From an optimization exercise on the open Yosys and OpenROAD flow, aimed at small area, a short achievable clock period and few clock cycles; shortcuts taken in it are not production practice. Function was checked by simulation only, so behaviour that the tests miss may differ from the original. Power is estimated from default activity; no workload was simulated.

## vnlp_engine
module vnlp_engine #(
   parameter int DW      = 24,
   parameter int AW      = 9,
   parameter int LW      = 7,
   parameter int ACCW    = 2*DW-1,
   parameter int LEN_MAX = 2**LW-1,
   parameter int NCY     = 8
) (
   input  logic                 clk,
   input  logic                 rst_n,
   input  logic                 START,
   input  logic [AW-1:0]        HEAD,
   input  logic                 NORM_MODE,
   output logic                 DONE,
   output logic [ACCW-1:0]      NORM2,
   output logic [LW-1:0]        LEN,
   output logic                 ERR,
   output logic                 SAT,
   output logic [AW-1:0]        rd_addr1,
   output logic [AW-1:0]        rd_addr2,
   input  logic [DW-1:0]        rd_data1,
   input  logic [DW-1:0]        rd_data2
);
   logic            busy_q;      
   logic            v1_q;        
   logic            v2_q;        
   logic            fin_q;       
   logic [AW-1:0]   head_q;
   logic            mode_q;
   logic [LW-1:0]   len_q;
   logic            err_q;
   logic [AW-1:0]   p_q;         
   logic [DW-1:0]   u_q;         
   logic            m2_q, ml_q;
   logic [ACCW-1:0] acc_q;
   logic [NCY-1:0]  cy_q;        
   logic            sat_q;
   logic            fresh_q;     
   logic            start_ok, hit, last;
   logic [AW-1:0]   link;
  ...
Size in the first run: about 1200 cells after synthesis, about 110 flip-flops, about 0.013 sq mm of cells after synthesis.
Settings: LEC_CHECK=0, CAP_MARGIN=20, CORE_MARGIN=2, CORE_UTILIZATION=60, SETUP_SLACK_MARGIN=5, SLEW_MARGIN=20, SYNTH_HIERARCHICAL=1; clock period 10.0 ns.
run.sh (not shown) runs the stock make flow with config.mk's settings and CLKGATE_MAP_FILE= SYNTH_SCRIPT=/design/flow/synth_recipe.tcl, a recipe that flattens the netlist after the stock synthesis.
Testbench counts at the start, summed over its fixed seeds: cycles 26,523.
Next try:
==> flow/flow/run.sh (new file) <==
#!/bin/bash
set -euo pipefail
MARGIN=$(cat flow/margin.txt)
PORTBUF=$(cat flow/portbuf.txt)
bash standard.sh SETUP_SLACK_MARGIN=$MARGIN "BUFFER_PORTS_ARGS=-buffer_cell $PORTBUF" finish > standard_flow.log 2>&1
==> flow/flow/margin.txt (new file) <==
5.5
==> flow/flow/portbuf.txt (new file) <==
sky130_fd_sc_hd__buf_1
==> flow/standard.sh (new file) <==
#!/bin/bash
# synth_recipe.tcl (not shown) runs the flow's synth.tcl, then flattens the netlist and writes it again
# the make line also repeats each setting of config.mk as NAME=value (left out here)
make -C /OpenROAD-flow-scripts/flow DESIGN_CONFIG=/design/flow/config.mk WORK_HOME=/design/flow/orfs CLKGATE_MAP_FILE= SYNTH_SCRIPT=/design/flow/synth_recipe.tcl "${@:-finish}"
- CORE_UTILIZATION: 60 -> 70
- SETUP_SLACK_MARGIN: 5 -> unset
removed: flow/run.sh
What happened:
- global-route usage went up by 5.7 points
- clock skew is about the same
- count of clock-buffer cells in the layout went down by 1
- total power went down by 0.87%
- design area went down by 4.3%
- critical path depth stays the same
- final cell count went down by 2.5%
- setup slack improves by 0.47 ns
- via count went up by 1.5%
- sequential cell count stays the same
- maximum frequency went up by 10%

--- another note on this design; it stands on its own ---

==> v33: inputs <==
## vnlp_engine
module vnlp_engine #(
   parameter int DW      = 24,
   parameter int AW      = 9,
   parameter int LW      = 7,
   parameter int ACCW    = 2*DW-1,
   parameter int LEN_MAX = 2**LW-1,
   parameter int NCY     = 5
) (
   input  logic                 clk,
   input  logic                 rst_n,
   input  logic                 START,
   input  logic [AW-1:0]        HEAD,
   input  logic                 NORM_MODE,
   output logic                 DONE,
   output logic [ACCW-1:0]      NORM2,
   output logic [LW-1:0]        LEN,
   output logic                 ERR,
   output logic                 SAT,
   output logic [AW-1:0]        rd_addr1,
   output logic [AW-1:0]        rd_addr2,
   input  logic [DW-1:0]        rd_data1,
   input  logic [DW-1:0]        rd_data2
);
clock: 10.0 ns
lec_check: 0
cap_margin: 20
core_margin: 2
core_utilization: 40
setup_slack_margin: 5
slew_margin: 20
synth_hierarchical: 1
run.sh (not shown) runs the stock make flow with config.mk's settings and CLKGATE_MAP_FILE= SYNTH_SCRIPT=/design/flow/synth_recipe.tcl, a recipe that flattens the netlist after the stock synthesis.
==> inputs of v10, as changes to v33 <==
--- a/flow/config.mk
+++ b/flow/config.mk
@@ -9,5 +9,4 @@
 export CORE_MARGIN = 2
 export CORE_UTILIZATION = 40
-export SETUP_SLACK_MARGIN = 5
 export SLEW_MARGIN = 20
 export SYNTH_HIERARCHICAL = 1
==> qor summary <==
	v10	v33
Result of the run	finished clean	finished clean
Peak supply drop	0.000275 V	0.000322 V
Logic gate share of total power	80.5%	81.6%
Total number of vias	8996	9229
Met1 Routed Length	14900 µm	15600 µm
Number of antenna violations at the first check in global routing	1	0
Wire length on met2	15400 µm	16300 µm
Transition time at the pin with the least slew margin	1.10 ns	0.994 ns
Setup slack, reg-to-reg	4.00 ns	5.00 ns
Cell internal pwr	2.97 mW	3.18 mW
Combinational group power	4.56 mW	4.94 mW
Pre-CTS setup slack	3.99 ns	3.75 ns
Met1 Usage GRT	28.6%	29.1%
Net switching power figure	2.70 mW	2.87 mW
Vias per inst	5.48	5.53
Fraction of layout instances using a drive strength above 1	4.49%	10.4%
Non-clock buffer area fraction after layout	9.55%	12.4%
Testbench counts of v33, summed over its fixed seeds: cycles 26,505.
Testbench counts of v10, summed over its fixed seeds: cycles 26,505.

-- static timing again, ports no longer ideal --
How much do the figures lean on ideal ports? The routed layouts below were timed once more, with nothing changed but the port constraints. Step 1, drivers: a clkbuf_16 drives clk and a buf_2 each remaining input, both assumed. Step 2 adds t to the input delays and takes it off the output delays; t is the mean of the earliest and latest rising clock arrival at the registers after step 1. Input paths then give back, and output paths get back, about the clock's delay inside the block. a / b / c = ideal / step 1 / step 2; a / b = the first two.
run | shift t [ns] | setup slack, ns | clock arrival spread, ns | worst data-port slew with drivers (ns) | pins driven straight from the clock port
the first run of note 1 | 0.473 | 5.051 / 5.029 / 5.029 | 0.013 / 0.014 | 0.07 | 1
the second run of note 1 | 0.472 | 5.520 / 5.490 / 5.490 | 0.010 / 0.010 | 0.06 | 1
v33 | 0.419 | 5.003 / 5.003 / 5.003 | 0.014 / 0.014 | 0.06 | 1
v10 | 0.413 | 3.999 / 3.999 / 3.999 | 0.011 / 0.010 | 0.06 | 1
After both steps setup and hold are still met in every run listed. For the second run of note 1, which loses most, drivers alone change the setup slack by -0.030 ns; drivers and shift together by -0.030 ns.
